This is an optimization exercise on Yosys and OpenROAD, whose aim is small area and a short achievable clock period, not a production implementation.
In this exercise RTL edits were held to simulation tests only and were not proved equivalent to the original.
Power and IR drop assume default switching activity.

==> design.v <==
`default_nettype none
package fb_pkg;
	localparam int PIX_W      = 16;   
	localparam int BURST_LEN  = 16;   
	localparam int FRAME_ROWS = 8;    
	localparam int FIFO_DEPTH = 64;   
	localparam int LVL_W      = 7;    
	localparam int ROW_W      = 3;    
	localparam int CNT_W      = $clog2(BURST_LEN + 1);   
	typedef logic [1:0] bank_t;   
	typedef enum logic {
		MEM_WRITE = 1'b0,
		MEM_READ  = 1'b1
	} mem_op_e;
	typedef enum logic [1:0] {
		S_IDLE    = 2'd0,   
		S_CMD     = 2'd1,   
		S_WR_DATA = 2'd2,   
		S_RD_DATA = 2'd3    
	} sched_state_e;
	typedef struct packed {
		logic       vsync;
		logic       href;
		logic [7:0] data;
	} cam_bus_t;
	typedef struct packed {
		mem_op_e          op;
		bank_t            bank;
		logic [ROW_W-1:0] row;
	} mem_cmd_t;
	typedef struct packed {
		bank_t cam_bank;   
		bank_t vga_bank;   
	} bank_sel_t;
endpackage
`default_nettype wire
`timescale 1ns/1ps
`default_nettype none
module cam_byte_pack (
	input  wire logic                     clk_133M,
	input  wire logic                     rst_133,
	input  wire fb_pkg::cam_bus_t         cam_i,
	input  wire logic                     cam_valid_i,
	output logic [fb_pkg::PIX_W-1:0]      pix_o,
	output logic                          pix_valid_o
);
	logic                 vsync_d;    
	logic                 vs_rise;
	logic                 take;       
	logic                 phase;      
	logic [fb_pkg::PIX_W/2-1:0]   hi_byte;
	logic [fb_pkg::PIX_W/2-1:0]   lo_byte;
	assign vs_rise = cam_i.vsync && !vsync_d;
	assign take    = cam_valid_i && cam_i.href;
	always_ff @(posedge clk_133M or negedge rst_133) begin
		if (!rst_133) begin
			vsync_d     <= 1'b0;
			phase       <= 1'b0;
			pix_valid_o <= 1'b0;
		end else begin
			vsync_d     <= cam_i.vsync;
			pix_valid_o <= take && phase && !vs_rise;   
			if (take) begin
				phase <= vs_rise ? 1'b1 : !phase;
			end else if (vs_rise) begin
				phase <= 1'b0;   
			end
		end
	end
	always_ff @(posedge clk_133M) begin
		if (take && (vs_rise || !phase)) begin
			hi_byte <= cam_i.data;   
		end
		if (take && phase && !vs_rise) begin
			lo_byte <= cam_i.data;
		end
	end
	assign pix_o = {hi_byte, lo_byte};
endmodule
`default_nettype wire
`timescale 1ns/1ps
`default_nettype none
module pixel_fifo #(
	parameter int DEPTH = fb_pkg::FIFO_DEPTH   
) (
	input  wire logic                     clk_133M,
	input  wire logic                     rst_133,
	input  wire logic                     clear_i,
	input  wire logic                     push_i,
	input  wire logic [fb_pkg::PIX_W-1:0] din_i,
	input  wire logic                     pop_i,
	output logic [fb_pkg::PIX_W-1:0]      dout_o,
	output logic                          nempty_o,      
	output logic                          ge_burst_o,    
	output logic                          room_burst_o   
);
	localparam int SLOTS = DEPTH - 1;
	logic [fb_pkg::PIX_W-1:0]   sr [SLOTS];
	logic [fb_pkg::PIX_W-1:0]   head;
	logic [fb_pkg::PIX_W-1:0]   sr_q;      
	logic [fb_pkg::PIX_W-1:0]   grp_q [8];
	logic                       nempty;
	logic                       sr_empty;  
	logic                       full;      
	logic                       ge_burst;
	logic                       room_burst;
	logic                       one;
	logic                       do_push;
	logic                       do_pop;
	logic                       to_head;   
	logic                       sr_we;
	logic                       sr_rd;     
	logic                       idx_inc;
	logic                       idx_dec;
	logic [7:0]                 idx_lo;    
	logic [7:0]                 idx_hi;    
	logic [7:0]                 lo_inc, hi_inc, lo_dec, hi_dec;
	assign one      = nempty && sr_empty;
	assign do_pop   = pop_i && nempty;
	assign do_push  = push_i && (!full || do_pop);
	assign to_head  = !nempty || (one && do_pop);
	assign sr_we    = do_push && !to_head;
	assign sr_rd    = do_pop && !one;
	assign idx_inc  = sr_we && !sr_rd;
	assign idx_dec  = sr_rd && !sr_we;
	assign lo_inc = {idx_lo[6:0], idx_lo[7]};
	assign hi_inc = idx_lo[7] ? {idx_hi[6:0], idx_hi[7]} : idx_hi;
	assign lo_dec = {idx_lo[0], idx_lo[7:1]};
	assign hi_dec = idx_lo[0] ? {idx_hi[0], idx_hi[7:1]} : idx_hi;
	function automatic logic f_sr_empty(input logic [7:0] hi, input logic [7:0] lo);
		f_sr_empty = hi[7] && lo[7];
	endfunction
	function automatic logic f_full(input logic [7:0] hi, input logic [7:0] lo);
		f_full = hi[7] && lo[6];
	endfunction
	function automatic logic f_ge_burst(input logic [7:0] hi, input logic [7:0] lo);
		f_ge_burst = !(hi[0] || (hi[1] && (|lo[5:0]))) && !(hi[7] && lo[7]);
	endfunction
	function automatic logic f_room_burst(input logic [7:0] hi, input logic [7:0] lo);
		f_room_burst = (|hi[4:0]) || (hi[5] && !lo[7]) || (hi[7] && lo[7]);
	endfunction
	assign ge_burst_o   = ge_burst;
	assign room_burst_o = room_burst;
	always_comb begin
		for (int a = 0; a < 8; a++) begin
			grp_q[a] = '0;
			for (int b = 0; b < 8; b++) begin
				if (a * 8 + b < SLOTS) begin
					grp_q[a] = grp_q[a] | ({fb_pkg::PIX_W{idx_lo[b]}} & sr[a * 8 + b]);
				end
			end
		end
		sr_q = '0;
		for (int a = 0; a < 8; a++) begin
			sr_q = sr_q | ({fb_pkg::PIX_W{idx_hi[a]}} & grp_q[a]);
		end
	end
	always_ff @(posedge clk_133M) begin
		if (sr_we) begin
			sr[0] <= din_i;
			for (int i = 1; i < SLOTS; i++) begin
				sr[i] <= sr[i-1];
			end
		end
	end
	logic                       head_ld_din;
	logic                       head_ld_sr;
	logic                       head_hold;
	logic [fb_pkg::PIX_W-1:0]   head_n;
	assign head_ld_din = do_push && to_head;
	assign head_ld_sr  = sr_rd;
	assign head_hold   = !(head_ld_din || head_ld_sr);
	assign head_n      = ({fb_pkg::PIX_W{head_hold}} & head)
	                   | ({fb_pkg::PIX_W{head_ld_din}} & din_i)
	                   | ({fb_pkg::PIX_W{head_ld_sr}} & sr_q);
	always_ff @(posedge clk_133M) begin
		head <= head_n;
	end
	always_ff @(posedge clk_133M or negedge rst_133) begin
		if (!rst_133) begin
			nempty     <= 1'b0;
			idx_lo     <= 8'h80;
			idx_hi     <= 8'h80;
			sr_empty   <= 1'b1;
			full       <= 1'b0;
			ge_burst   <= 1'b0;
			room_burst <= 1'b1;
		end else if (clear_i) begin
			nempty     <= 1'b0;   
			idx_lo     <= 8'h80;
			idx_hi     <= 8'h80;
			sr_empty   <= 1'b1;
			full       <= 1'b0;
			ge_burst   <= 1'b0;
			room_burst <= 1'b1;
		end else begin
			if (idx_inc) begin
				idx_lo     <= lo_inc;
				idx_hi     <= hi_inc;
				sr_empty   <= f_sr_empty(hi_inc, lo_inc);
				full       <= f_full(hi_inc, lo_inc);
				ge_burst   <= f_ge_burst(hi_inc, lo_inc);
				room_burst <= f_room_burst(hi_inc, lo_inc);
			end else if (idx_dec) begin
				idx_lo     <= lo_dec;
				idx_hi     <= hi_dec;
				sr_empty   <= f_sr_empty(hi_dec, lo_dec);
				full       <= f_full(hi_dec, lo_dec);
				ge_burst   <= f_ge_burst(hi_dec, lo_dec);
				room_burst <= f_room_burst(hi_dec, lo_dec);
			end
			if (do_push) begin
				nempty <= 1'b1;
			end else if (do_pop) begin
				nempty <= !one;
			end
		end
	end
	logic nempty_q;
	always_ff @(posedge clk_133M or negedge rst_133) begin
		if (!rst_133) begin
			nempty_q <= 1'b0;
		end else if (clear_i) begin
			nempty_q <= 1'b0;
		end else if (push_i && (!full || (pop_i && nempty_q))) begin
			nempty_q <= 1'b1;
		end else if (pop_i && nempty_q) begin
			nempty_q <= !(nempty_q && sr_empty);
		end
	end
	assign dout_o   = head;
	assign nempty_o = nempty_q;
endmodule
`default_nettype wire
`timescale 1ns/1ps
`default_nettype none
module bank_rotator (
	input  wire logic            clk_133M,
	input  wire logic            rst_133,
	input  wire logic            cam_frame_done_i,
	input  wire logic            vga_frame_start_i,
	output fb_pkg::bank_sel_t    banks_o,
	output fb_pkg::bank_sel_t    banks_nxt_o    
);
	fb_pkg::bank_t cam_bank;
	fb_pkg::bank_t vga_bank;
	fb_pkg::bank_t free_bank;   
	logic  fresh;       
	fb_pkg::bank_t cam_nxt;
	fb_pkg::bank_t vga_nxt;
	fb_pkg::bank_t free_nxt;
	logic  fresh_nxt;
	always_comb begin
		cam_nxt   = cam_bank;
		vga_nxt   = vga_bank;
		free_nxt  = free_bank;
		fresh_nxt = fresh;
		if (cam_frame_done_i && vga_frame_start_i) begin
			vga_nxt   = cam_bank;
			cam_nxt   = free_bank;
			free_nxt  = vga_bank;
			fresh_nxt = 1'b0;
		end else if (cam_frame_done_i) begin
			cam_nxt   = free_bank;   
			free_nxt  = cam_bank;    
			fresh_nxt = 1'b1;
		end else if (vga_frame_start_i && fresh) begin
			vga_nxt   = free_bank;   
			free_nxt  = vga_bank;
			fresh_nxt = 1'b0;
		end
	end
	always_ff @(posedge clk_133M or negedge rst_133) begin
		if (!rst_133) begin
			cam_bank  <= 2'd1;
			vga_bank  <= 2'd0;
			free_bank <= 2'd2;
			fresh     <= 1'b0;
		end else begin
			cam_bank  <= cam_nxt;
			vga_bank  <= vga_nxt;
			free_bank <= free_nxt;
			fresh     <= fresh_nxt;
		end
	end
	always_comb begin
		banks_o.cam_bank     = cam_bank;
		banks_o.vga_bank     = vga_bank;
		banks_nxt_o.cam_bank = cam_nxt;
		banks_nxt_o.vga_bank = vga_nxt;
	end
endmodule
`default_nettype wire
`timescale 1ns/1ps
`default_nettype none
module burst_scheduler (
	input  wire logic                     clk_133M,
	input  wire logic                     rst_133,
	input  wire logic                     wr_ge_burst_i,   
	output logic                          wr_pop_o,
	input  wire logic                     rd_room_burst_i,   
	output logic                          rd_push_o,
	output logic                          rd_clear_o,
	input  wire fb_pkg::bank_sel_t        banks_i,
	input  wire fb_pkg::bank_sel_t        banks_nxt_i,
	output fb_pkg::mem_cmd_t              cmd_o,
	output logic                          cmd_valid_o,
	input  wire logic                     cmd_ready_i,
	output logic                          wr_valid_o,
	input  wire logic                     wr_ready_i,
	input  wire logic                     rd_valid_i,
	input  wire logic                     frame_start_i,
	output logic                          cam_frame_done_o,
	output logic                          vga_frame_start_o
);
	logic                       st_cmd;          
	logic                       st_wr;           
	logic                       st_rd;           
	logic                       idle;
	fb_pkg::mem_op_e            cmd_op;          
	logic [1:0]                 cmd_bank;
	logic [fb_pkg::ROW_W-1:0]   cmd_row;
	logic [3:0]                 word_cnt;        
	logic [fb_pkg::ROW_W-1:0]   wr_row;
	logic [fb_pkg::ROW_W-1:0]   rd_row;
	logic               rd_frame_done;   
	logic               fs_pend;         
	logic               fs_req;
	logic               fs_serve;
	logic               rd_busy;
	logic               wr_go;
	logic               rd_go;
	logic               word_beat;
	logic               burst_last;
	logic                       cmd_valid_q;
	logic                       wr_valid_q;
	logic                       cmd_op_q;
	assign cmd_valid_o = cmd_valid_q;
	assign wr_valid_o  = wr_valid_q;
	assign wr_pop_o    = st_wr && wr_ready_i;
	assign rd_push_o   = st_rd && rd_valid_i;
	assign idle        = !(st_cmd || st_wr || st_rd);
	assign cmd_o.op   = fb_pkg::mem_op_e'(cmd_op_q);
	assign cmd_o.bank = cmd_bank;
	assign cmd_o.row  = cmd_row;
	assign rd_busy    = st_rd || (st_cmd && cmd_op == fb_pkg::MEM_READ);
	assign fs_req     = fs_pend || frame_start_i;
	assign fs_serve   = fs_req && !rd_busy;
	assign wr_go      = wr_ge_burst_i;
	assign rd_go      = rd_room_burst_i && !rd_frame_done && !fs_req;
	assign word_beat  = wr_pop_o || rd_push_o;
	assign burst_last = word_beat && (word_cnt == 4'(fb_pkg::BURST_LEN - 1));
	always_ff @(posedge clk_133M or negedge rst_133) begin
		if (!rst_133) begin
			cmd_bank <= '0;
			cmd_row  <= '0;
		end else if (idle) begin
			if (wr_go) begin
				cmd_bank <= banks_nxt_i.cam_bank;
				cmd_row  <= wr_row;
			end else begin
				cmd_bank <= banks_nxt_i.vga_bank;
				cmd_row  <= rd_row;
			end
		end
	end
	always_ff @(posedge clk_133M or negedge rst_133) begin
		if (!rst_133) begin
			cmd_valid_q <= 1'b0;
			wr_valid_q  <= 1'b0;
			cmd_op_q    <= 1'b0;
		end else begin
			if (cmd_valid_q) begin
				cmd_valid_q <= !cmd_ready_i;
			end else if (!(cmd_valid_q || st_wr || st_rd)) begin
				cmd_valid_q <= wr_go || rd_go;
			end
			if (wr_valid_q) begin
				wr_valid_q <= !(wr_ready_i && word_cnt == 4'(fb_pkg::BURST_LEN - 1));
			end else begin
				wr_valid_q <= st_cmd && cmd_ready_i && cmd_op == fb_pkg::MEM_WRITE;
			end
			if (idle && (wr_go || rd_go)) begin
				cmd_op_q <= !wr_go;
			end
		end
	end
	always_ff @(posedge clk_133M or negedge rst_133) begin
		if (!rst_133) begin
			st_cmd            <= 1'b0;
			st_wr             <= 1'b0;
			st_rd             <= 1'b0;
			cmd_op            <= fb_pkg::MEM_WRITE;
			word_cnt          <= '0;
			wr_row            <= '0;
			rd_row            <= '0;
			rd_frame_done     <= 1'b1;   
			fs_pend           <= 1'b0;
			cam_frame_done_o  <= 1'b0;
			vga_frame_start_o <= 1'b0;
		end else begin
			cam_frame_done_o  <= 1'b0;
			vga_frame_start_o <= fs_serve;
			fs_pend           <= fs_req && !fs_serve;
			if (fs_serve) begin
				rd_row        <= '0;
				rd_frame_done <= 1'b0;
			end
			if (word_beat) begin
				word_cnt <= word_cnt + 1'b1;   
			end
			if (idle) begin
				if (wr_go) begin   
					cmd_op <= fb_pkg::MEM_WRITE;
					st_cmd <= 1'b1;
				end else if (rd_go) begin
					cmd_op <= fb_pkg::MEM_READ;
					st_cmd <= 1'b1;
				end
			end
			if (st_cmd && cmd_ready_i) begin
				st_cmd <= 1'b0;
				st_wr  <= (cmd_op == fb_pkg::MEM_WRITE);
				st_rd  <= (cmd_op == fb_pkg::MEM_READ);
			end
			if (st_wr && burst_last) begin
				st_wr <= 1'b0;
				if (wr_row == fb_pkg::ROW_W'(fb_pkg::FRAME_ROWS - 1)) begin
					cam_frame_done_o <= 1'b1;   
				end
				wr_row <= wr_row + 1'b1;
			end
			if (st_rd && burst_last) begin
				st_rd <= 1'b0;
				if (rd_row == fb_pkg::ROW_W'(fb_pkg::FRAME_ROWS - 1)) begin
					rd_frame_done <= 1'b1;   
				end else begin
					rd_row <= rd_row + 1'b1;
				end
			end
		end
	end
	assign rd_clear_o = vga_frame_start_o;   
endmodule
`default_nettype wire
`timescale 1ns/1ps
`default_nettype none
module frame_buffer_top (
	input  wire logic                     clk_133M,
	input  wire logic                     rst_133,
	input  wire logic [9:0]               cam_i,         
	input  wire logic                     cam_valid_i,
	output logic [5:0]                     cmd_o,         
	output logic                          cmd_valid_o,
	input  wire logic                     cmd_ready_i,
	output logic [fb_pkg::PIX_W-1:0]      wr_data_o,
	output logic                          wr_valid_o,
	input  wire logic                     wr_ready_i,
	input  wire logic [fb_pkg::PIX_W-1:0] rd_data_i,
	input  wire logic                     rd_valid_i,
	input  wire logic                     frame_start_i,
	output logic [fb_pkg::PIX_W-1:0]      pix_o,
	output logic                          pix_valid_o,
	input  wire logic                     pix_ready_i
);
	logic [fb_pkg::PIX_W-1:0]   cam_pix;
	logic               cam_pix_valid;
	logic               wr_fifo_pop;
	logic               wr_ge_burst;
	logic               rd_push;
	logic               rd_clear;
	logic               rd_pop;
	logic               rd_nempty;
	logic               rd_room_burst;
	logic               cam_frame_done;
	logic               vga_frame_start;
	fb_pkg::bank_sel_t          banks;
	fb_pkg::bank_sel_t          banks_nxt;
	assign pix_valid_o = rd_nempty;
	assign rd_pop      = pix_ready_i;   
	cam_byte_pack cam_byte_pack_i (
		.clk_133M    (clk_133M),
		.rst_133     (rst_133),
		.cam_i       (cam_i),
		.cam_valid_i (cam_valid_i),
		.pix_o       (cam_pix),
		.pix_valid_o (cam_pix_valid)
	);
	pixel_fifo #(.DEPTH(fb_pkg::FIFO_DEPTH)) wr_fifo (
		.clk_133M (clk_133M),
		.rst_133  (rst_133),
		.clear_i  (1'b0),
		.push_i   (cam_pix_valid),
		.din_i    (cam_pix),
		.pop_i    (wr_fifo_pop),
		.dout_o   (wr_data_o),       
		.nempty_o     (),
		.ge_burst_o   (wr_ge_burst),
		.room_burst_o ()
	);
	pixel_fifo #(.DEPTH(fb_pkg::FIFO_DEPTH)) rd_fifo (
		.clk_133M (clk_133M),
		.rst_133  (rst_133),
		.clear_i  (rd_clear),
		.push_i   (rd_push),
		.din_i    (rd_data_i),
		.pop_i    (rd_pop),
		.dout_o   (pix_o),
		.nempty_o     (rd_nempty),
		.ge_burst_o   (),
		.room_burst_o (rd_room_burst)
	);
	burst_scheduler burst_scheduler_i (
		.clk_133M          (clk_133M),
		.rst_133           (rst_133),
		.wr_ge_burst_i     (wr_ge_burst),
		.wr_pop_o          (wr_fifo_pop),
		.rd_room_burst_i   (rd_room_burst),
		.rd_push_o         (rd_push),
		.rd_clear_o        (rd_clear),
		.banks_i           (banks),
		.banks_nxt_i       (banks_nxt),
		.cmd_o             (cmd_o),
		.cmd_valid_o       (cmd_valid_o),
		.cmd_ready_i       (cmd_ready_i),
		.wr_valid_o        (wr_valid_o),
		.wr_ready_i        (wr_ready_i),
		.rd_valid_i        (rd_valid_i),
		.frame_start_i     (frame_start_i),
		.cam_frame_done_o  (cam_frame_done),
		.vga_frame_start_o (vga_frame_start)
	);
	bank_rotator bank_rotator_i (
		.clk_133M          (clk_133M),
		.rst_133           (rst_133),
		.cam_frame_done_i  (cam_frame_done),
		.vga_frame_start_i (vga_frame_start),
		.banks_o           (banks),
		.banks_nxt_o       (banks_nxt)
	);
endmodule
`default_nettype wire
==> flow/run.sh <==
#!/bin/bash
set -euo pipefail
bash standard.sh \
	"BUFFER_PORTS_ARGS=-buffer_cell sky130_fd_sc_hd__buf_4" \
	SKIP_VT_SWAP=1 SKIP_CRIT_VT_SWAP=1 \
	finish > flow_make.log 2>&1
==> standard.sh <==
#!/bin/bash
# synth_recipe.tcl (not shown) runs the flow's synth.tcl, then flattens the netlist and writes it again
# the make line also repeats each setting of config.mk as NAME=value (left out here)
make -C /OpenROAD-flow-scripts/flow DESIGN_CONFIG=/design/flow/config.mk WORK_HOME=/design/flow/orfs CLKGATE_MAP_FILE= SYNTH_SCRIPT=/design/flow/synth_recipe.tcl "${@:-finish}"
==> config.mk <==
export PLATFORM = sky130hd
export DESIGN_NAME = frame_buffer_top
export DESIGN_NICKNAME = frame_buffer_top
export VERILOG_FILES = /design/flow/design.v
export SDC_FILE = /design/flow/constraint.sdc
export NUM_CORES = 4
export LEC_CHECK = 0
export ABC_CLOCK_PERIOD_IN_PS = 2500
export CAP_MARGIN = 20
export CORE_MARGIN = 2
export CORE_UTILIZATION = 40
export CTS_CLUSTER_DIAMETER = 100
export CTS_CLUSTER_SIZE = 30
export SETUP_SLACK_MARGIN = 3.0
export SLEW_MARGIN = 20
export TNS_END_PERCENT = 100
==> constraint.sdc <==
create_clock -name core_clock -period 5.5 [get_ports {clk_133M}]
set_input_delay 1.1000 -clock core_clock [delete_from_list [all_inputs] [get_ports {clk_133M}]]
set_output_delay 1.1000 -clock core_clock [all_outputs]
set_load 0.01 [all_outputs]
==> summary.txt, run 1 <==
Pwr per Cell Area 411 nW/um^2; Setup Skew 0.0350 ns; Worst slew margin 32.5%; Netlist cell types 56; period utilisation layout 45.6%; worst slew pin tran 1.01 ns; post-DR vias/cell 6.21; cell taking the most area after synthesis edfxtp_1; number of global-route vias before repair 40,600; initial antenna violation count 5; R2R setup slack 2.99 ns; post-layout min period 2.51 ns; port buffer count 74; IO Pins 75; grt met3 use 2.94%; Nets 4,231; Max Slew Vio Count 0; Crit path arrival time 3.15 ns; most frequent cells in the layout 2,032 x edfxtp_1, 1,001 x a22oi_1, 147 x nand4_1; HP Class in -> async; Clk pin slew, worst setup/hold paths 0.12 ns; Hold Slack 0.363 ns; fillers 16,300; die width 444 microns; H-tree levels 3; Seq cells post-synth 2,140; Final Hold Vio Count 0; CP required 6.14 ns; First-pass DRT Iterations 6; met2 Usage GRT 27.3%; area growth from synthesis to layout 9.97%; Mapped Nets 4,214; clock buffer depth 3; CTS sink count 2,140; Power Total 35.0 mW; outcome timing/DRC/antenna clean; largest net degree at the start of global routing 114; setup TNS 0 ns; share of cells above drive strength 1 9.55%; R2R Path End wr_fifo.head[1]; Root Driver clkbuf_16; Syn Inst Count 4,172; Placer Congestion 0.752; crit path from wr_fifo.idx_lo[2]; register area share after synthesis 82.2%; first-pass GRT wire length 270,000 microns; Vias 42,100; Total Wirelength 187,000 microns; Synth Flop Type edfxtp_1; M1 GR Usage 27.0%; Remaining DRCs 0; CP Max Fanout 8; GRT overflow 0; Initial DRC Count 5,700; WS Path Type reg -> reg; gr usage total 18.1%; core area 192,000 sq um; top cells by area, synth edfxtp_1 79%, a22oi_1 9.8%, dfrtp_1 2.1%; CTS tree done; unrepaired setup endpoints after global routing true; commonest non-fill, non-tap cell in the layout edfxtp_1; Die Ht 444 microns; Post-synth EDFFs 2,032; CP Launch Type register; Final setup viols 0; Avg WL per Cell 27.5 microns; Final ANT Viol Nets 0; Leak Pwr 24.1 nW; top-area cell type share of the netlist area 78.9%; fmax 399 MHz; Syn Area/Cell 18.5 sq um; gr busiest metal met2; R2R cell count 6; Initial Utilization 40.2%; CP Capture Type register; Synth warnings 6; Worst-Skew Late Latency 0.73 ns; dpl hpwl 86,500 microns; max-cap viol count 0; Peak VDD IR 0.000301 V; setup ws final 2.99 ns; Core Rows 161; FFs w/ async S/R, synth 3.55%; Cell Area, Placed 80,700 sq um; cell area after synthesis 77,400 sq um; Placement Setup Slack 1.66 ns; Die ar. 197,000 sq um; TritonCTS buffer count 82; Final Cell Area 85,100 sq um; reg-to-reg startpoint wr_fifo.idx_lo[2]
[logic make-up (layout without fill, tap and decap cells)]
group / count (synthesis) / in the layout / synth area share (%)
fa+ha+maj: 8 / 8 / 0.129
simple gates: 323 / 323 / 2.30
flops: 2140 / 2140 / 82.2
xor+xnor: 5 / 5 / 0.0566
other cells: 0 / 4 / 0
compound gates: 1353 / 1353 / 13.1
buf+inv: 311 / 389 / 1.78
mux: 32 / 32 / 0.434
[cells in the mapped netlist (all sizes together), types with 3 or more instances]
cell type,count
a41oi,97
a21oi,82
dfrtp,66
and3,18
inv,12
a32oi,5
o22ai,5
mux2,9
clkbuf,172
nor3,7
mux2i,23
a211oi,9
dfstp,10
nand2b,3
xnor2,3
clkinv,7
a22oi,1011
buf,120
nor2b,8
ha,8
a221o,32
nor2,50
nand2,39
nand4,147
nor4,16
nand3,21
a22o,5
edfxtp,2032
o21ai,24
a222oi,32
dfxtp,32
a31oi,41
nor3b,7
[cell type report]
type	instances	area [sq um]	share of cell area [%]
sequential	2140	63600	74.8
multi-input combinational	1721	12600	14.9
tap	2526	3160	3.72
timing repair buffer	225	3120	3.66
clock buffer	136	2280	2.68
clock inverter	9	128	0.150
inverter	19	76.3	0.0897
antenna	4	10.0	0.0118
[worst max path at each step]
stage / end / slack [ns] / depth (start not counted)
after floorplan: rd_fifo.idx_hi[5] / -23.57 / 4
after global placement: rd_fifo.sr[33][6] / 1.74 / 5
after detailed placement: rd_fifo.sr[34][6] / 1.66 / 5
after CTS: cmd_o[3] / 2.94 / 1
after global routing: wr_fifo.head[1] / 2.93 / 6
final: wr_fifo.head[1] / 2.99 / 6
[repair_timing]
action	4_1_cts	5_1_grt
buffers inserted	52	11
hold buffers	0	0
pin swaps	3	18
setup endpoints to repair	1892	1138
gates cloned	12	10
resized for setup	49	37
[state kept, by name (all words and copies together), names as in the netlist, 2 cells and up]
| register | flops |
|---|---|
| bank_rotator_i.cam_bank | 2 |
| bank_rotator_i.free_bank | 2 |
| bank_rotator_i.vga_bank | 2 |
| burst_scheduler_i.cmd_bank | 2 |
| burst_scheduler_i.cmd_row | 3 |
| burst_scheduler_i.rd_row | 3 |
| burst_scheduler_i.word_cnt | 4 |
| burst_scheduler_i.wr_row | 3 |
| cam_byte_pack_i.hi_byte | 8 |
| cam_byte_pack_i.lo_byte | 8 |
| rd_fifo.head | 16 |
| rd_fifo.idx_hi | 8 |
| rd_fifo.idx_lo | 8 |
| rd_fifo.sr | 1008 |
| wr_fifo.head | 16 |
| wr_fifo.idx_hi | 8 |
| wr_fifo.idx_lo | 8 |
| wr_fifo.sr | 1008 |
[report_power, final]
part	internal (mW)	switching, mW
clock network	2.94	4.82
registers	19.1	0.912
logic	2.58	4.63
total	24.6	10.4
[stage by stage]
stage | cells | utilization, %
final | 6780 | 44.2
after global routing | 6778 | 44.2
after CTS | 6755 | 44.0
after detailed placement | 6546 | 41.9
after global placement | 6545 | 41.9
after floorplan | 4172 | -
[critical path, stage by stage, from the launching register on]
cell	delay (ns)
dfrtp_4	0.61
buf_4	0.24
a222oi_1	0.32
nand3_1	0.12
a22oi_2	0.26
nand4_1	0.43
a221o_1	0.41
[metal layers]
layer  vias to the layer above  part of all wire [%]
met3                       197                   8.2
met1                     22300                    44
met5                         -                     0
met2                      1926                    46
li1                      17700                     -
met4                         0                   2.2
==> run 2: changes to the inputs <==
--- a/design.v
+++ b/design.v
@@ -165,14 +165,10 @@
 	end
-	logic                       head_ld_din;
-	logic                       head_ld_sr;
-	logic                       head_hold;
-	logic [fb_pkg::PIX_W-1:0]   head_n;
-	assign head_ld_din = do_push && to_head;
-	assign head_ld_sr  = sr_rd;
-	assign head_hold   = !(head_ld_din || head_ld_sr);
-	assign head_n      = ({fb_pkg::PIX_W{head_hold}} & head)
-	                   | ({fb_pkg::PIX_W{head_ld_din}} & din_i)
-	                   | ({fb_pkg::PIX_W{head_ld_sr}} & sr_q);
-	always_ff @(posedge clk_133M) begin
-		head <= head_n;
+	always_ff @(posedge clk_133M or negedge rst_133) begin
+		if (!rst_133) begin
+			head <= '0;
+		end else if (do_push && to_head) begin
+			head <= din_i;
+		end else if (sr_rd) begin
+			head <= sr_q;
+		end
 	end
@@ -352,7 +348,4 @@
 	assign burst_last = word_beat && (word_cnt == 4'(fb_pkg::BURST_LEN - 1));
-	always_ff @(posedge clk_133M or negedge rst_133) begin
-		if (!rst_133) begin
-			cmd_bank <= '0;
-			cmd_row  <= '0;
-		end else if (idle) begin
+	always_ff @(posedge clk_133M) begin
+		if (idle) begin
 			if (wr_go) begin
==> flow/run.sh (replaced) <==
#!/bin/bash
set -euo pipefail
ARGS=("BUFFER_PORTS_ARGS=-buffer_cell sky130_fd_sc_hd__buf_4" SKIP_VT_SWAP=1 SKIP_CRIT_VT_SWAP=1)
RES=orfs/results/${FLOW_PLATFORM}/frame_buffer_top/base
bash standard.sh "${ARGS[@]}" place > flow_place.log 2>&1
cp "$RES/3_place.odb" "$RES/3_place_unmoved.odb"
IN_ODB="$RES/3_place_unmoved.odb" OUT_ODB="$RES/3_place_moved.odb" \
	openroad -no_init -exit flow/move_io.tcl > flow_move_io.log 2>&1
cp "$RES/3_place_moved.odb" "$RES/3_place.odb"
bash standard.sh "${ARGS[@]}" finish > flow_finish.log 2>&1
==> flow/move_io.tcl (new file) <==
# Move each output port's buffer next to its pin, and the flip-flop that
# drives that buffer (when it drives little else) just inside it, then
# legalize.  Reads and writes the placed database named by IN_ODB / OUT_ODB.
read_liberty $::env(FLOW_HOME)/platforms/sky130hd/lib/sky130_fd_sc_hd__tt_025C_1v80.lib
read_db $::env(IN_ODB)
set b [ord::get_db_block]
set core [$b getCoreArea]
set cx0 [$core xMin]; set cy0 [$core yMin]; set cx1 [$core xMax]; set cy1 [$core yMax]
proc clampx {x} { upvar cx0 cx0 cx1 cx1; expr {max($cx0, min($cx1 - 20000, $x))} }
proc clampy {y} { upvar cy0 cy0 cy1 cy1; expr {max($cy0, min($cy1 - 3000, $y))} }
set moved 0
foreach bt [$b getBTerms] {
  if {[$bt getIoType] != "OUTPUT"} continue
  set net [$bt getNet]
  set bb [[lindex [$bt getBPins] 0] getBBox]
  set px [expr {([$bb xMin] + [$bb xMax]) / 2}]
  set py [expr {([$bb yMin] + [$bb yMax]) / 2}]
  # the port's buffer
  set buf ""
  foreach it [$net getITerms] { if {[$it isOutputSignal]} { set buf [$it getInst] } }
  if {$buf == ""} continue
  set x [clampx $px]; set y [clampy $py]
  $buf setLocation $x $y
  # the flip-flop driving the buffer
  foreach it [$buf getITerms] {
    if {![$it isInputSignal]} continue
    set n2 [$it getNet]
    if {$n2 == "NULL"} continue
    set drv ""
    set nload 0
    foreach it2 [$n2 getITerms] { if {[$it2 isOutputSignal]} { set drv [$it2 getInst] } else { incr nload } }
    if {$drv == ""} continue
    if {![[$drv getMaster] isSequential]} continue
    if {$nload > 2} continue
    set dx 0; set dy 0
    if {$px <= $cx0} {set dx 8000} elseif {$px >= $cx1} {set dx -8000} elseif {$py <= $cy0} {set dy 5440} else {set dy -5440}
    $drv setLocation [clampx [expr {$x + $dx}]] [clampy [expr {$y + $dy}]]
    incr moved
  }
}
puts "moved $moved flops"
detailed_placement
check_placement
write_db $::env(OUT_ODB)
--- a/config.mk
+++ b/config.mk
@@ -10,3 +10,3 @@
 export CORE_MARGIN = 2
-export CORE_UTILIZATION = 40
+export CORE_UTILIZATION = 45
 export CTS_CLUSTER_DIAMETER = 100
==> run 2 against run 1 <==
  * Core utilization up 5.5 points
  * Largest cell class unchanged
  * Critical path depth down 2
  * Sequential power about the same
  * Clock-buffer cell count up 2
  * Total power down 7.2%
  * Synthesized cell count up 1.1%
  * Critical endpoint is now rd_fifo.sr[57][11]
  * Still clean on timing, DRC and antenna
==> summary.txt, run 2 <==
outcome timing/DRC/antenna clean; number of global-route vias before repair 40,500 (-0.14%); setup ws final 2.98 ns (-0.0122 ns); Setup Skew 0.0578 ns (+0.0228 ns); Worst slew margin 31.0% (-1.5 points); Crit path arrival time 2.88 ns (-0.27 ns); area growth from synthesis to layout 9.74%; CP required 5.87 ns (-0.27 ns); Placer Congestion 0.762 (+1.2%); Slowest cell on crit path buf_6; HP Class in -> async; Final setup viols 0 (unchanged); top cells by area, synth edfxtp_1 79%, a22oi_1 9.4%, dfrtp_1 3.0%; Synth Flop Type edfxtp_1; TritonCTS buffer count 83 (+1.2%); Initial Utilization 45.3% (+5.1 points); IO Pins 75 (unchanged); Netlist cell types 52 (-7.1%); commonest non-fill, non-tap cell in the layout edfxtp_1; Peak VDD IR 0.000278 V (-7.9%); register area share after synthesis 82.0% (-0.15 points); Root Driver clkbuf_16; Core Rows 152 (-5.6%); First-pass DRT Iterations 6 (unchanged); Worst-Skew Late Latency 0.75 ns (+0.02 ns); top-area cell type share of the netlist area 78.7% (-0.18 points); post-layout min period 2.52 ns (+0.0122 ns); Placement Setup Slack 1.53 ns (-0.136 ns); Crit path largest cell delay 0.54 ns (-0.07 ns); Post-synth top cells 2,037 x edfxtp_1, 970 x a22oi_1, 176 x nand4_1; Max Slew Vio Count 0 (unchanged); most common cell in the netlist edfxtp_1; WP buf/inv 2 (+1); Final ANT Viol Nets 0 (unchanged); CP Capture Type register; Syn Inst Count 4,217 (+1.1%); Remaining DRCs 0 (unchanged); Post-synth EDFFs 2,037 (+0.25%); dpl hpwl 89,600 microns (+3.6%); CTS sink count 2,140 (unchanged); Final Hold Vio Count 0 (unchanged); Initial DRC Count 6,670 (+17%); cell area after synthesis 77,700 sq um (+0.47%); GRT overflow 0 (unchanged); port buffer count 74 (unchanged); Final Util 49.7% (+5.5 points); crit-path leading delay family buffers and inverters; worst slew pin tran 1.03 ns (+0.0228 ns); crit-path cells nand2_2 -> a211oi_4 -> buf_4 -> buf_6; CP Launch Type register; most frequent cells in the layout 2,037 x edfxtp_1, 970 x a22oi_1, 176 x nand4_1; WS Path Type reg -> reg; die width 420 microns (-5.4%); CTS tree done; unrepaired setup endpoints after global routing true; Die Ht 420 microns (-5.4%); core area 172,000 sq um (-11%); Hold Slack 0.365 ns (+0.00221 ns); Power Total 32.5 mW (-7.2%); Seq cells post-synth 2,140 (unchanged); max-cap viol count 0 (unchanged); CP Max Fanout 67 (+59); post-DR vias/cell 6.45 (+3.9%); Top Registers rd_fifo.sr: 1008 flops, wr_fifo.sr: 1008 flops; first-pass GRT wire length 274,000 microns (+1.2%); Synth warnings 6 (unchanged); initial antenna violation count 5 (unchanged); fmax 397 MHz (-0.48%); clock buffer depth 3 (unchanged); period utilisation layout 45.8% (+0.22 points); Vias 42,800 (+1.6%); share of cells above drive strength 1 10.6% (+1.0 points); Avg WL per Cell 28.7 microns (+4.4%); gr usage total 20.8% (+2.7 points); Syn Area/Cell 18.4 sq um (-0.60%); Clk pin slew, worst setup/hold paths 0.12 ns (about the same); Nets 4,297 (+1.6%); H-tree levels 3 (unchanged); Pwr per Cell Area 381 nW/um^2 (-7.5%); largest net degree at the start of global routing 189 (+66%); Total Wirelength 190,000 microns (+2.1%); Mapped Nets 4,259 (+1.1%); FFs w/ async S/R, synth 4.81% (+1.3 points); Leak Pwr 24.0 nW (-0.64%); Die ar. 176,000 sq um (-11%); cell taking the most area after synthesis edfxtp_1; setup TNS 0 ns (unchanged)
[run 2: area by class of cell]
cell class	count	area, sq um
multi-input cells	1762	12900
clock buffers	138	2300
fillers	14000	86300
well taps	2310	2890
repair buffers	252	3020
inverters	16	78.8
clock inverters	11	244
diodes	3	7.51
flip-flops and latches	2140	63800
[run 2: cell families (layout without fill, tap and decap cells)]
logic type | count (synthesis) | after routing | share of synthesized area, %
adders and majority gates | 8 | 8 | 0.129
other | 0 | 3 | 0
AOI/OAI and AO/OA | 1336 | 1336 | 12.9
muxes | 34 | 34 | 0.457
xor gates and xnor gates | 5 | 5 | 0.0564
and+or+nand+nor | 379 | 379 | 2.65
buffers and inverters | 315 | 417 | 1.78
DFF | 2140 | 2140 | 82.0
[run 2: what timing repair did]
action / CTS / global route
gates cloned: 3 / 8
pin swaps: 8 / 33
endpoints found under the setup margin: 1931 / 730
hold buffers: 0 / 0
buffers inserted: 81 / 16
resized for setup: 81 / 33
[run 2: path summary, 6_finish.rpt]
path	startpoint	to	slack (ns)	depth (start not counted)
setup / recovery	burst_scheduler_i.st_rd	rd_fifo.sr[57][11]	2.98	4
max in group asynchronous	rst_133	rd_fifo.head[14]	4.15	2
hold reg to reg	wr_fifo.sr[59][5]	wr_fifo.sr[60][5]	0.41	0
setup reg to reg	burst_scheduler_i.st_rd	rd_fifo.sr[57][11]	2.98	4
min in group core_clock	wr_fifo.sr[59][5]	wr_fifo.sr[60][5]	0.41	0
hold / removal	rst_133	wr_fifo.idx_hi[1]	0.37	1
[run 2: per-stage QoR]
stage	instance area (sq um)	cells
2_1_floorplan	77900	4217
3_3_place_gp	80800	6372
3_5_place_dp	80800	6372
4_1_cts	84800	6605
5_1_grt	85300	6629
6_report	85300	6632
[run 2: metal layers]
metal	global-route usage (%)	vias up	share of wire [%]
li1	-	17800	-
met1	32.2	22500	44
met2	30.3	2184	44
met3	3.93	195	9.4
met4	5.22	2	2.0
met5	0	-	0.0011
[run 2: worst register-to-register path, stage by stage (launching register included)]
cell and delay [ns]:
dfrtp_1 0.50, nand2_2 0.26, a211oi_4 0.35, buf_4 0.45, buf_6 0.55
[run 2: report_power, final]
| group | internal, mW | leakage (nW) | switching [mW] |
|---|---|---|---|
| registers | 19.4 | 18.3 | 0.798 |
| logic | 1.49 | 4.50 | 2.93 |
| clock network | 3.01 | 1.20 | 4.84 |
| total | 23.9 | 24.0 | 8.57 |
==> run 3: changes to the inputs <==
--- a/design.v
+++ b/design.v
@@ -44,3 +44,4 @@
 	output logic [fb_pkg::PIX_W-1:0]      pix_o,
-	output logic                          pix_valid_o
+	output logic                          pix_valid_o,
+	output logic                          pix_valid_nxt_o   
 );
@@ -54,2 +55,3 @@
 	assign take    = cam_valid_i && cam_i.href;
+	assign pix_valid_nxt_o = take && phase && !vs_rise;   
 	always_ff @(posedge clk_133M or negedge rst_133) begin
@@ -61,3 +63,3 @@
 			vsync_d     <= cam_i.vsync;
-			pix_valid_o <= take && phase && !vs_rise;   
+			pix_valid_o <= pix_valid_nxt_o;
 			if (take) begin
@@ -88,5 +90,7 @@
 	input  wire logic                     clear_i,
-	input  wire logic                     push_i,
+	input  wire logic                     push_en_nxt_i,
+	input  wire logic                     push_stb_i,
 	input  wire logic [fb_pkg::PIX_W-1:0] din_i,
-	input  wire logic                     pop_i,
+	input  wire logic                     pop_en_nxt_i,
+	input  wire logic                     pop_stb_i,
 	output logic [fb_pkg::PIX_W-1:0]      dout_o,
@@ -117,2 +121,15 @@
 	logic [7:0]                 lo_inc, hi_inc, lo_dec, hi_dec;
+	logic                       push_en;   
+	logic                       pop_en;
+	logic                       push_i;
+	logic                       pop_i;
+	logic                       we_mid;    
+	logic                       we_one;    
+	logic                       we_one_p;  
+	logic                       we_full;   
+	logic                       nempty_n;
+	logic                       sr_empty_n;
+	logic                       full_n;
+	assign push_i   = push_en && push_stb_i;
+	assign pop_i    = pop_en && pop_stb_i;
 	assign one      = nempty && sr_empty;
@@ -121,3 +138,3 @@
 	assign to_head  = !nempty || (one && do_pop);
-	assign sr_we    = do_push && !to_head;
+	assign sr_we    = push_stb_i && (we_mid || we_one || (we_one_p && !pop_stb_i) || (we_full && pop_stb_i));
 	assign sr_rd    = do_pop && !one;
@@ -174,2 +191,42 @@
 	end
+	always_comb begin
+		nempty_n   = nempty;
+		sr_empty_n = sr_empty;
+		full_n     = full;
+		if (clear_i) begin
+			nempty_n   = 1'b0;
+			sr_empty_n = 1'b1;
+			full_n     = 1'b0;
+		end else begin
+			if (idx_inc) begin
+				sr_empty_n = f_sr_empty(hi_inc, lo_inc);
+				full_n     = f_full(hi_inc, lo_inc);
+			end else if (idx_dec) begin
+				sr_empty_n = f_sr_empty(hi_dec, lo_dec);
+				full_n     = f_full(hi_dec, lo_dec);
+			end
+			if (do_push) begin
+				nempty_n = 1'b1;
+			end else if (do_pop) begin
+				nempty_n = !one;
+			end
+		end
+	end
+	always_ff @(posedge clk_133M or negedge rst_133) begin
+		if (!rst_133) begin
+			push_en  <= 1'b0;
+			pop_en   <= 1'b0;
+			we_mid   <= 1'b0;
+			we_one   <= 1'b0;
+			we_one_p <= 1'b0;
+			we_full  <= 1'b0;
+		end else begin
+			push_en  <= push_en_nxt_i;
+			pop_en   <= pop_en_nxt_i;
+			we_mid   <= push_en_nxt_i && nempty_n && !full_n && !sr_empty_n;
+			we_one   <= push_en_nxt_i && nempty_n && sr_empty_n && !pop_en_nxt_i;
+			we_one_p <= push_en_nxt_i && nempty_n && sr_empty_n && pop_en_nxt_i;
+			we_full  <= push_en_nxt_i && full_n && pop_en_nxt_i;
+		end
+	end
 	always_ff @(posedge clk_133M or negedge rst_133) begin
@@ -298,2 +355,4 @@
 	output logic                          rd_push_o,
+	output logic                          st_wr_nxt_o,   
+	output logic                          st_rd_nxt_o,   
 	output logic                          rd_clear_o,
@@ -347,2 +406,4 @@
 	assign word_beat  = wr_pop_o || rd_push_o;
+	assign st_wr_nxt_o = st_wr ? !burst_last : (st_cmd && cmd_ready_i && cmd_op == fb_pkg::MEM_WRITE);
+	assign st_rd_nxt_o = st_rd ? !burst_last : (st_cmd && cmd_ready_i && cmd_op == fb_pkg::MEM_READ);
 	assign burst_last = word_beat && (word_cnt == 4'(fb_pkg::BURST_LEN - 1));
@@ -460,2 +521,5 @@
 	logic               cam_pix_valid;
+	logic               cam_pix_valid_nxt;
+	logic               st_wr_nxt;
+	logic               st_rd_nxt;
 	logic               wr_fifo_pop;
@@ -464,3 +528,2 @@
 	logic               rd_clear;
-	logic               rd_pop;
 	logic               rd_nempty;
@@ -472,3 +535,2 @@
 	assign pix_valid_o = rd_nempty;
-	assign rd_pop      = pix_ready_i;   
 	cam_byte_pack cam_byte_pack_i (
@@ -479,3 +541,4 @@
 		.pix_o       (cam_pix),
-		.pix_valid_o (cam_pix_valid)
+		.pix_valid_o (cam_pix_valid),
+		.pix_valid_nxt_o (cam_pix_valid_nxt)
 	);
@@ -485,5 +548,7 @@
 		.clear_i  (1'b0),
-		.push_i   (cam_pix_valid),
+		.push_en_nxt_i (cam_pix_valid_nxt),
+		.push_stb_i    (1'b1),
 		.din_i    (cam_pix),
-		.pop_i    (wr_fifo_pop),
+		.pop_en_nxt_i  (st_wr_nxt),
+		.pop_stb_i     (wr_ready_i),
 		.dout_o   (wr_data_o),       
@@ -497,5 +562,7 @@
 		.clear_i  (rd_clear),
-		.push_i   (rd_push),
+		.push_en_nxt_i (st_rd_nxt),
+		.push_stb_i    (rd_valid_i),
 		.din_i    (rd_data_i),
-		.pop_i    (rd_pop),
+		.pop_en_nxt_i  (1'b1),
+		.pop_stb_i     (pix_ready_i),
 		.dout_o   (pix_o),
@@ -512,2 +579,4 @@
 		.rd_push_o         (rd_push),
+		.st_wr_nxt_o       (st_wr_nxt),
+		.st_rd_nxt_o       (st_rd_nxt),
 		.rd_clear_o        (rd_clear),
==> run 3 against run 2 <==
  * Area after synthesis is 0.11% higher
  * Total power is 0.39% lower
  * Final area is 0.19% higher
  * Maximum frequency is 1.5% lower
  * Clock-buffer cell count is 3 higher
  * Worst setup slack worse by 0.039 ns
  * Critical endpoint is now wr_fifo.idx_hi[2]
  * Largest power group unchanged
==> summary.txt, run 3 <==
Cell Area, Placed 81,000 sq um (+0.26%); top-area cell type share of the netlist area 78.6% (-0.090 points); WS Path Type in -> reg; CP Max Fanout 22 (-67%); max-cap viol count 0 (unchanged); hold_buf cts 0 (unchanged); CP Launch Type input pin; Hold Slack 0.182 ns (-0.183 ns); fmax 391 MHz (-1.5%); largest net degree at the start of global routing 182 (-3.7%); Vias 42,600 (-0.45%); share of cells above drive strength 1 9.84% (-0.74 points); setup TNS 0 ns (unchanged); CTS sink count 2,150 (+0.47%); Netlist cell types 55 (+5.8%); Worst-Skew Late Latency 0.75 ns (about the same); Final setup viols 0 (unchanged); Die Ht 420 microns (about the same); Remaining DRCs 0 (unchanged); Nets 4,287 (-0.23%); Initial Utilization 45.3% (about the same); Final Util 49.8% (about the same); TritonCTS buffer count 83 (unchanged); core area 172,000 sq um (+0.11%); Post-synth top cells 2,037 x edfxtp_1, 964 x a22oi_1, 239 x clkbuf_1; port buffer count 74 (unchanged); P_sw 8.36 mW (-2.4%); Mapped Nets 4,261 (+0.047%); H-tree levels 3 (unchanged); period utilisation layout 46.5% (+0.71 points); area growth from synthesis to layout 9.82% (about the same); Root Driver clkbuf_16; Post-synth EDFFs 2,037 (unchanged); Final ANT Viol Nets 0 (unchanged); Crit path largest cell delay 0.54 ns (about the same); GRT overflow 0 (unchanged); gr usage total 21.0% (+0.23 points); Synth Flop Type edfxtp_1; HP Class in -> async; cell area after synthesis 77,800 sq um (+0.11%); Worst slew margin 31.2% (+0.15 points); Placer Congestion 0.752 (-1.2%); Syn Inst Count 4,218 (+0.024%); CTS tree done; most common cell in the netlist edfxtp_1; cell taking the most area after synthesis edfxtp_1; Peak VDD IR 0.000274 V (-1.4%); Leak Pwr 24.4 nW (+1.8%); Max Slew Vio Count 0 (unchanged); Slowest cell on crit path ha_2; switch share 25.9% (-0.54 points); Final Hold Vio Count 0 (unchanged); Final Cell Area 85,400 sq um (+0.19%); outcome timing/DRC/antenna clean; IO Pins 75 (unchanged); clock buffer depth 3 (unchanged); Initial DRC Count 6,160 (-7.6%); Pwr per Cell Area 378 nW/um^2 (-0.58%); CP Capture Type register; Syn Area/Cell 18.4 sq um (about the same); Final Non-Filler Cells 6,620 (-0.18%); commonest non-fill, non-tap cell in the layout edfxtp_1; most frequent cells in the layout 2,037 x edfxtp_1, 964 x a22oi_1, 162 x nand4_1; worst slew pin tran 1.03 ns (-0.00609 ns); number of global-route vias before repair 40,800 (+0.74%); crit-path cells buf_4 -> mux2i_1 -> and2_1 -> clkinvlp_4 -> ha_2 -> inv_2 -> and3_1 -> a21oi_1 -> a221o_1; Crit path arrival time 3.26 ns (+0.38 ns); Total Wirelength 192,000 microns (+0.85%); FFs w/ async S/R, synth 5.26% (+0.44 points); R2R setup slack 3.07 ns (+0.09 ns); initial antenna violation count 5 (unchanged); top cells by area, synth edfxtp_1 79%, a22oi_1 9.3%, dfrtp_1 3.3%; Die ar. 176,000 sq um (+0.11%); Seq cells post-synth 2,150 (+0.47%); first-pass GRT wire length 277,000 microns (+1.3%); First-pass DRT Iterations 6 (unchanged); Clk pin slew, worst setup/hold paths 0.11 ns (about the same); Seq pwr share 63.4% (+1.2 points); post-DR vias/cell 6.43 (-0.27%); post-layout min period 2.56 ns (+0.0392 ns); Top Registers rd_fifo.sr: 1008 flops, wr_fifo.sr: 1008 flops; CP required 6.20 ns (+0.33 ns); unrepaired setup endpoints after global routing true; Synth warnings 6 (unchanged); dpl hpwl 87,700 microns (-2.0%); internal power 24.0 mW (+0.34%); register area share after synthesis 82.3% (+0.23 points); Setup Skew 0.0752 ns (+0.0174 ns); Core Rows 152 (unchanged); clock share of power 24.2% (about the same); Avg WL per Cell 29.0 microns (+1.0%); Placed Cells incl. Taps 6,361 (-0.17%); Gate power share 12.5% (-1.1 points); die width 420 microns (about the same)
[run 3: cell count changes after synthesis, sizes merged, moves of 8 or more]
cell	change
o21ai	-23
clkbuf	+91
nand4	-14
a41oi	+14
nor4	+8
and3	+10
dfrtp	+10
nand2	-15
or3	-15
o22ai	+17
buf	-94
[run 3: path summary, 6_finish.rpt]
kind | end | cells past startpoint | start
setup / recovery | wr_fifo.idx_hi[2] | 9 | wr_ready_i
hold / removal | cam_byte_pack_i.vsync_d | 1 | rst_133
setup reg to reg | rd_fifo.head[6] | 6 | rd_fifo.idx_lo[3]
hold reg to reg | rd_fifo.sr[48][14] | 0 | rd_fifo.sr[47][14]
max in group asynchronous | rd_fifo.idx_lo[2] | 2 | rst_133
min in group core_clock | rd_fifo.sr[48][14] | 0 | rd_fifo.sr[47][14]
[run 3: kinds of logic after synthesis]
| kind of cell | count (synthesis) | share of synthesized area (%) |
|---|---|---|
| adder cells (fa/ha/maj) | 9 | 0.145 |
| XOR/XNOR | 6 | 0.0675 |
| multiplexers | 37 | 0.500 |
| AO/OA/AOI/OAI | 1331 | 12.8 |
| AND/OR/NAND/NOR | 366 | 2.60 |
| buffers and inverters | 318 | 1.57 |
| other | 1 | 0.00482 |
| flip-flops | 2150 | 82.3 |
[run 3: metrics by stage]
step / setup WS (ns) / total power, mW
2_1_floorplan: -12.61 / 23.6
3_3_place_gp: 1.69 / 24.1
3_5_place_dp: 1.68 / 24.2
4_1_cts: 2.88 / 32.5
5_1_grt: 2.83 / 33.4
6_report: 2.94 / 32.3
[run 3: power groups by stage]
stage,sequential (mW),clock [mW],combinational [mW]
global route,20.6,8.50,4.33
CTS,20.5,8.00,3.94
floorplan,21.6,0,2.04
finish,20.5,7.81,4.03
global placement,21.0,0,3.18
detailed placement,21.0,0,3.24
[run 3: per-layer routing]
layer	track usage [%]	vias up	routed length, microns
met5	0	-	23
met4	5.33	4	4190
met3	2.84	200	14400
met2	32.9	1995	90200
met1	31.2	22500	83300
li1	-	17800	-
[run 3: worst max-delay path: cells and delay by family]
family	cells	cell delay (ns)
compound gates	2	0.57
fa+ha+maj	1	0.54
buf+inv	3	0.45
mux	1	0.12
simple gates	2	0.47
[run 3: final cells by class]
type	instances	area (sq um)
fill	13800	86300
sequential	2150	64100
multi-input combinational	1751	12800
timing repair buffer	236	3100
tap	2310	2890
clock buffer	141	2330
clock inverter	9	190
inverter	22	91.3
antenna	1	2.50
[run 3: what timing repair did]
item	4_1_cts	5_1_grt
gates resized for setup	57	21
pin swaps	3	3
setup buffers	58	31
endpoints found under the setup margin	1334	979
cloned	14	5
==> run 4: changes to the inputs <==
--- a/design.v
+++ b/design.v
@@ -44,4 +44,3 @@
 	output logic [fb_pkg::PIX_W-1:0]      pix_o,
-	output logic                          pix_valid_o,
-	output logic                          pix_valid_nxt_o   
+	output logic                          pix_valid_o
 );
@@ -55,3 +54,2 @@
 	assign take    = cam_valid_i && cam_i.href;
-	assign pix_valid_nxt_o = take && phase && !vs_rise;   
 	always_ff @(posedge clk_133M or negedge rst_133) begin
@@ -63,3 +61,3 @@
 			vsync_d     <= cam_i.vsync;
-			pix_valid_o <= pix_valid_nxt_o;
+			pix_valid_o <= take && phase && !vs_rise;   
 			if (take) begin
@@ -90,7 +88,5 @@
 	input  wire logic                     clear_i,
-	input  wire logic                     push_en_nxt_i,
-	input  wire logic                     push_stb_i,
+	input  wire logic                     push_i,
 	input  wire logic [fb_pkg::PIX_W-1:0] din_i,
-	input  wire logic                     pop_en_nxt_i,
-	input  wire logic                     pop_stb_i,
+	input  wire logic                     pop_i,
 	output logic [fb_pkg::PIX_W-1:0]      dout_o,
@@ -104,3 +100,3 @@
 	logic [fb_pkg::PIX_W-1:0]   sr_q;      
-	logic [fb_pkg::PIX_W-1:0]   grp_q [8];
+	logic [fb_pkg::PIX_W-1:0]   grp_q [4];
 	logic                       nempty;
@@ -118,18 +114,6 @@
 	logic                       idx_dec;
-	logic [7:0]                 idx_lo;    
-	logic [7:0]                 idx_hi;    
-	logic [7:0]                 lo_inc, hi_inc, lo_dec, hi_dec;
-	logic                       push_en;   
-	logic                       pop_en;
-	logic                       push_i;
-	logic                       pop_i;
-	logic                       we_mid;    
-	logic                       we_one;    
-	logic                       we_one_p;  
-	logic                       we_full;   
-	logic                       nempty_n;
-	logic                       sr_empty_n;
-	logic                       full_n;
-	assign push_i   = push_en && push_stb_i;
-	assign pop_i    = pop_en && pop_stb_i;
+	logic [15:0]                idx_lo;    
+	logic [3:0]                 idx_hi;    
+	logic [15:0]                lo_inc, lo_dec;
+	logic [3:0]                 hi_inc, hi_dec;
 	assign one      = nempty && sr_empty;
@@ -138,3 +122,3 @@
 	assign to_head  = !nempty || (one && do_pop);
-	assign sr_we    = push_stb_i && (we_mid || we_one || (we_one_p && !pop_stb_i) || (we_full && pop_stb_i));
+	assign sr_we    = do_push && !to_head;
 	assign sr_rd    = do_pop && !one;
@@ -142,17 +126,17 @@
 	assign idx_dec  = sr_rd && !sr_we;
-	assign lo_inc = {idx_lo[6:0], idx_lo[7]};
-	assign hi_inc = idx_lo[7] ? {idx_hi[6:0], idx_hi[7]} : idx_hi;
-	assign lo_dec = {idx_lo[0], idx_lo[7:1]};
-	assign hi_dec = idx_lo[0] ? {idx_hi[0], idx_hi[7:1]} : idx_hi;
-	function automatic logic f_sr_empty(input logic [7:0] hi, input logic [7:0] lo);
-		f_sr_empty = hi[7] && lo[7];
+	assign lo_inc = {idx_lo[14:0], idx_lo[15]};
+	assign hi_inc = idx_lo[15] ? {idx_hi[2:0], idx_hi[3]} : idx_hi;
+	assign lo_dec = {idx_lo[0], idx_lo[15:1]};
+	assign hi_dec = idx_lo[0] ? {idx_hi[0], idx_hi[3:1]} : idx_hi;
+	function automatic logic f_sr_empty(input logic [3:0] hi, input logic [15:0] lo);
+		f_sr_empty = hi[3] && lo[15];
 	endfunction
-	function automatic logic f_full(input logic [7:0] hi, input logic [7:0] lo);
-		f_full = hi[7] && lo[6];
+	function automatic logic f_full(input logic [3:0] hi, input logic [15:0] lo);
+		f_full = hi[3] && lo[14];
 	endfunction
-	function automatic logic f_ge_burst(input logic [7:0] hi, input logic [7:0] lo);
-		f_ge_burst = !(hi[0] || (hi[1] && (|lo[5:0]))) && !(hi[7] && lo[7]);
+	function automatic logic f_ge_burst(input logic [3:0] hi, input logic [15:0] lo);
+		f_ge_burst = !(hi[0] && (|lo[13:0])) && !(hi[3] && lo[15]);
 	endfunction
-	function automatic logic f_room_burst(input logic [7:0] hi, input logic [7:0] lo);
-		f_room_burst = (|hi[4:0]) || (hi[5] && !lo[7]) || (hi[7] && lo[7]);
+	function automatic logic f_room_burst(input logic [3:0] hi, input logic [15:0] lo);
+		f_room_burst = hi[0] || hi[1] || (hi[2] && !lo[15]) || (hi[3] && lo[15]);
 	endfunction
@@ -161,7 +145,7 @@
 	always_comb begin
-		for (int a = 0; a < 8; a++) begin
+		for (int a = 0; a < 4; a++) begin
 			grp_q[a] = '0;
-			for (int b = 0; b < 8; b++) begin
-				if (a * 8 + b < SLOTS) begin
-					grp_q[a] = grp_q[a] | ({fb_pkg::PIX_W{idx_lo[b]}} & sr[a * 8 + b]);
+			for (int b = 0; b < 16; b++) begin
+				if (a * 16 + b < SLOTS) begin
+					grp_q[a] = grp_q[a] | ({fb_pkg::PIX_W{idx_lo[b]}} & sr[a * 16 + b]);
 				end
@@ -170,3 +154,3 @@
 		sr_q = '0;
-		for (int a = 0; a < 8; a++) begin
+		for (int a = 0; a < 4; a++) begin
 			sr_q = sr_q | ({fb_pkg::PIX_W{idx_hi[a]}} & grp_q[a]);
@@ -182,50 +166,14 @@
 	end
-	always_ff @(posedge clk_133M or negedge rst_133) begin
-		if (!rst_133) begin
-			head <= '0;
-		end else if (do_push && to_head) begin
-			head <= din_i;
-		end else if (sr_rd) begin
-			head <= sr_q;
-		end
-	end
-	always_comb begin
-		nempty_n   = nempty;
-		sr_empty_n = sr_empty;
-		full_n     = full;
-		if (clear_i) begin
-			nempty_n   = 1'b0;
-			sr_empty_n = 1'b1;
-			full_n     = 1'b0;
-		end else begin
-			if (idx_inc) begin
-				sr_empty_n = f_sr_empty(hi_inc, lo_inc);
-				full_n     = f_full(hi_inc, lo_inc);
-			end else if (idx_dec) begin
-				sr_empty_n = f_sr_empty(hi_dec, lo_dec);
-				full_n     = f_full(hi_dec, lo_dec);
-			end
-			if (do_push) begin
-				nempty_n = 1'b1;
-			end else if (do_pop) begin
-				nempty_n = !one;
-			end
-		end
-	end
-	always_ff @(posedge clk_133M or negedge rst_133) begin
-		if (!rst_133) begin
-			push_en  <= 1'b0;
-			pop_en   <= 1'b0;
-			we_mid   <= 1'b0;
-			we_one   <= 1'b0;
-			we_one_p <= 1'b0;
-			we_full  <= 1'b0;
-		end else begin
-			push_en  <= push_en_nxt_i;
-			pop_en   <= pop_en_nxt_i;
-			we_mid   <= push_en_nxt_i && nempty_n && !full_n && !sr_empty_n;
-			we_one   <= push_en_nxt_i && nempty_n && sr_empty_n && !pop_en_nxt_i;
-			we_one_p <= push_en_nxt_i && nempty_n && sr_empty_n && pop_en_nxt_i;
-			we_full  <= push_en_nxt_i && full_n && pop_en_nxt_i;
-		end
+	logic                       head_ld_din;
+	logic                       head_ld_sr;
+	logic                       head_hold;
+	logic [fb_pkg::PIX_W-1:0]   head_n;
+	assign head_ld_din = do_push && to_head;
+	assign head_ld_sr  = sr_rd;
+	assign head_hold   = !(head_ld_din || head_ld_sr);
+	assign head_n      = ({fb_pkg::PIX_W{head_hold}} & head)
+	                   | ({fb_pkg::PIX_W{head_ld_din}} & din_i)
+	                   | ({fb_pkg::PIX_W{head_ld_sr}} & sr_q);
+	always_ff @(posedge clk_133M) begin
+		head <= head_n;
 	end
@@ -234,4 +182,4 @@
 			nempty     <= 1'b0;
-			idx_lo     <= 8'h80;
-			idx_hi     <= 8'h80;
+			idx_lo     <= 16'h8000;
+			idx_hi     <= 4'h8;
 			sr_empty   <= 1'b1;
@@ -242,4 +190,4 @@
 			nempty     <= 1'b0;   
-			idx_lo     <= 8'h80;
-			idx_hi     <= 8'h80;
+			idx_lo     <= 16'h8000;
+			idx_hi     <= 4'h8;
 			sr_empty   <= 1'b1;
@@ -355,4 +303,2 @@
 	output logic                          rd_push_o,
-	output logic                          st_wr_nxt_o,   
-	output logic                          st_rd_nxt_o,   
 	output logic                          rd_clear_o,
@@ -406,7 +352,8 @@
 	assign word_beat  = wr_pop_o || rd_push_o;
-	assign st_wr_nxt_o = st_wr ? !burst_last : (st_cmd && cmd_ready_i && cmd_op == fb_pkg::MEM_WRITE);
-	assign st_rd_nxt_o = st_rd ? !burst_last : (st_cmd && cmd_ready_i && cmd_op == fb_pkg::MEM_READ);
 	assign burst_last = word_beat && (word_cnt == 4'(fb_pkg::BURST_LEN - 1));
-	always_ff @(posedge clk_133M) begin
-		if (idle) begin
+	always_ff @(posedge clk_133M or negedge rst_133) begin
+		if (!rst_133) begin
+			cmd_bank <= '0;
+			cmd_row  <= '0;
+		end else if (idle) begin
 			if (wr_go) begin
@@ -521,5 +468,2 @@
 	logic               cam_pix_valid;
-	logic               cam_pix_valid_nxt;
-	logic               st_wr_nxt;
-	logic               st_rd_nxt;
 	logic               wr_fifo_pop;
@@ -528,2 +472,3 @@
 	logic               rd_clear;
+	logic               rd_pop;
 	logic               rd_nempty;
@@ -535,2 +480,3 @@
 	assign pix_valid_o = rd_nempty;
+	assign rd_pop      = pix_ready_i;   
 	cam_byte_pack cam_byte_pack_i (
@@ -541,4 +487,3 @@
 		.pix_o       (cam_pix),
-		.pix_valid_o (cam_pix_valid),
-		.pix_valid_nxt_o (cam_pix_valid_nxt)
+		.pix_valid_o (cam_pix_valid)
 	);
@@ -548,7 +493,5 @@
 		.clear_i  (1'b0),
-		.push_en_nxt_i (cam_pix_valid_nxt),
-		.push_stb_i    (1'b1),
+		.push_i   (cam_pix_valid),
 		.din_i    (cam_pix),
-		.pop_en_nxt_i  (st_wr_nxt),
-		.pop_stb_i     (wr_ready_i),
+		.pop_i    (wr_fifo_pop),
 		.dout_o   (wr_data_o),       
@@ -562,7 +505,5 @@
 		.clear_i  (rd_clear),
-		.push_en_nxt_i (st_rd_nxt),
-		.push_stb_i    (rd_valid_i),
+		.push_i   (rd_push),
 		.din_i    (rd_data_i),
-		.pop_en_nxt_i  (1'b1),
-		.pop_stb_i     (pix_ready_i),
+		.pop_i    (rd_pop),
 		.dout_o   (pix_o),
@@ -579,4 +520,2 @@
 		.rd_push_o         (rd_push),
-		.st_wr_nxt_o       (st_wr_nxt),
-		.st_rd_nxt_o       (st_rd_nxt),
 		.rd_clear_o        (rd_clear),
==> flow/run.sh (replaced) <==
#!/bin/bash
set -euo pipefail
bash standard.sh \
	"BUFFER_PORTS_ARGS=-buffer_cell sky130_fd_sc_hd__buf_4" \
	SKIP_VT_SWAP=1 SKIP_CRIT_VT_SWAP=1 \
	finish > flow_make.log 2>&1
--- a/config.mk
+++ b/config.mk
@@ -12,3 +12,3 @@
 export CTS_CLUSTER_DIAMETER = 100
-export CTS_CLUSTER_SIZE = 30
+export CTS_CLUSTER_SIZE = 26
 export SETUP_SLACK_MARGIN = 3.0
removed: flow/move_io.tcl
==> run 4 against run 3 <==
  * Highest routed layer unchanged
  * Register-to-register slack got worse by 0.07 ns
  * Routed wire length rose by 9.0%
  * Largest power group unchanged
  * Worst hold slack improved by 0.053 ns
  * First-iteration DRC count rose by 14%
  * Sequential power fell by 6%
  * Area after synthesis fell by 0.19%
  * Critical endpoint is now rd_fifo.head[12]
==> summary.txt, run 4 <==
period utilisation layout 45.5% (-1.0 points); outcome timing/DRC/antenna clean; fmax 400 MHz (+2.2%); Core Rows 152 (unchanged); CP Launch Type register; share of cells above drive strength 1 12.0% (+2.2 points); unrepaired setup endpoints after global routing true; Clk pin slew, worst setup/hold paths 0.11 ns (about the same); Nets 4,256 (-0.72%); FFs w/ async S/R, synth 3.91% (-1.3 points); worst slew pin tran 1.17 ns (+0.139 ns); H-tree levels 3 (unchanged); Initial Utilization 45.3% (about the same); most frequent cells in the layout 2,032 x edfxtp_1, 339 x a22oi_1, 324 x a22o_1; R2R setup slack 3.00 ns (-0.07 ns); Worst slew margin 22.2% (-9.0 points); Gate power share 5.6% (-6.9 points); Synth warnings 6 (unchanged); IO Pins 75 (unchanged); Hold Slack 0.235 ns (+0.0528 ns); Root Driver clkbuf_16; top-area cell type share of the netlist area 78.6% (about the same); Total Wirelength 209,000 microns (+9.0%); Mapped Nets 4,149 (-2.6%); Crit path arrival time 3.14 ns (-0.12 ns); Leak Pwr 25.1 nW (+3.0%); clock buffer depth 3 (unchanged); cell area after synthesis 77,700 sq um (-0.19%); Synth Flop Type edfxtp_1; initial antenna violation count 5 (unchanged); number of global-route vias before repair 40,500 (-0.75%); register area share after synthesis 82.1% (-0.15 points); Syn Area/Cell 18.9 sq um (+2.5%); setup ws final 3.00 ns (+0.0562 ns); Post-synth top cells 2,032 x edfxtp_1, 355 x a22oi_1, 324 x a22o_1; HP Class in -> async; Peak VDD IR 0.000253 V (-7.5%); hold_buf cts 0 (unchanged); area growth from synthesis to layout 10.5%; CP Capture Type register; Setup Skew 0.0697 ns (-0.00552 ns); GRT overflow 0 (unchanged); Slowest cell on crit path dfrtp_4; Final setup viols 0 (unchanged); TritonCTS buffer count 94 (+13%); Die ar. 176,000 sq um (-0.19%); core area 172,000 sq um (-0.11%); most common cell in the netlist edfxtp_1; post-layout min period 2.50 ns (-0.0562 ns)
-- run 4: through the flow --
stage	cell area, sq um	std cells	utilization, %
6_report	85800	6599	50.0
5_1_grt	85800	6599	50.0
4_1_cts	85300	6558	49.7
3_5_place_dp	80600	6281	47.0
3_3_place_gp	80600	6280	47.0
2_1_floorplan	77800	4107	-
-- run 4: final timing paths --
kind / to / startpoint / cells after the start
worst min register to register: rd_fifo.sr[5][9] / rd_fifo.sr[4][9] / 0
min in group core_clock: rd_fifo.sr[5][9] / rd_fifo.sr[4][9] / 0
max in group asynchronous: wr_fifo.idx_lo[1] / rst_133 / 2
worst max register to register: rd_fifo.head[12] / rd_fifo.idx_lo[7] / 6
worst min-delay path: rd_fifo.idx_lo[1] / rst_133 / 1
worst max-delay path: rd_fifo.head[12] / rd_fifo.idx_lo[7] / 6
-- run 4: worst register-to-register path, stage by stage (launching register included) --
cell	delay (ns)
dfrtp_4	0.72
buf_4	0.37
a221oi_1	0.33
nand4_1	0.16
a22oi_2	0.34
a31oi_1	0.16
a221o_1	0.27
-- run 4: cell type report --
cell class / count / area (sq um) / area share [%]
Sequential cell: 2148 / 63900 / 74.5
Multi-Input combinational cell: 1660 / 12700 / 14.7
Timing Repair Buffer: 295 / 3460 / 4.03
Tap cell: 2310 / 2890 / 3.37
Clock buffer: 161 / 2630 / 3.06
Clock inverter: 10 / 220 / 0.257
Inverter: 14 / 56.3 / 0.0656
Timing Repair inverter: 1 / 5.00 / 0.00583
-- run 4: cells by family (layout without fill, tap and decap cells) --
kind of cell               count (synthesis)  count (layout)  synth area share, %
xor gates and xnor gates                   5               5               0.0564
buffers and inverters                    299             481                 1.91
muxes                                     45              45                0.595
adders and majority gates                  8               8                0.129
and+or+nand+nor                          350             350                 2.28
AOI/OAI and AO/OA                       1252            1252                 12.9
DFF                                     2148            2148                 82.1
-- run 4: power groups by stage --
stage               clock network (mW)  registers [mW]  logic, mW
detailed placement                   0            19.6       1.45
global placement                     0            19.6       1.42
floorplan                            0            20.0      0.900
global route                      9.14            19.3       1.76
finish                            8.46            19.2       1.65
CTS                               8.63            19.2       1.60
-- run 4: what timing repair did --
item	4_1_cts	5_1_grt
resized for setup	71	33
gates cloned	2	3
endpoints found under the setup margin	1867	766
pin swaps	4	11
buffers inserted	104	38
-- run 4: layer usage --
layer / vias to the layer above / wire length (microns) / GRT usage (%)
li1: 17600 / - / -
met1: 23000 / 89300 / 35.4
met2: 2680 / 93900 / 34.0
met3: 235 / 21800 / 3.97
met4: 2 / 4380 / 5.48
met5: - / 12 / 0

Check on run 4: ideal ports give 2.999 ns setup slack; a clkbuf_16 on the clock port and buf_2 on the inputs give 2.975 ns; moving port delays by the midpoint clock arrival (0.826 ns) as well gives 2.297 ns.
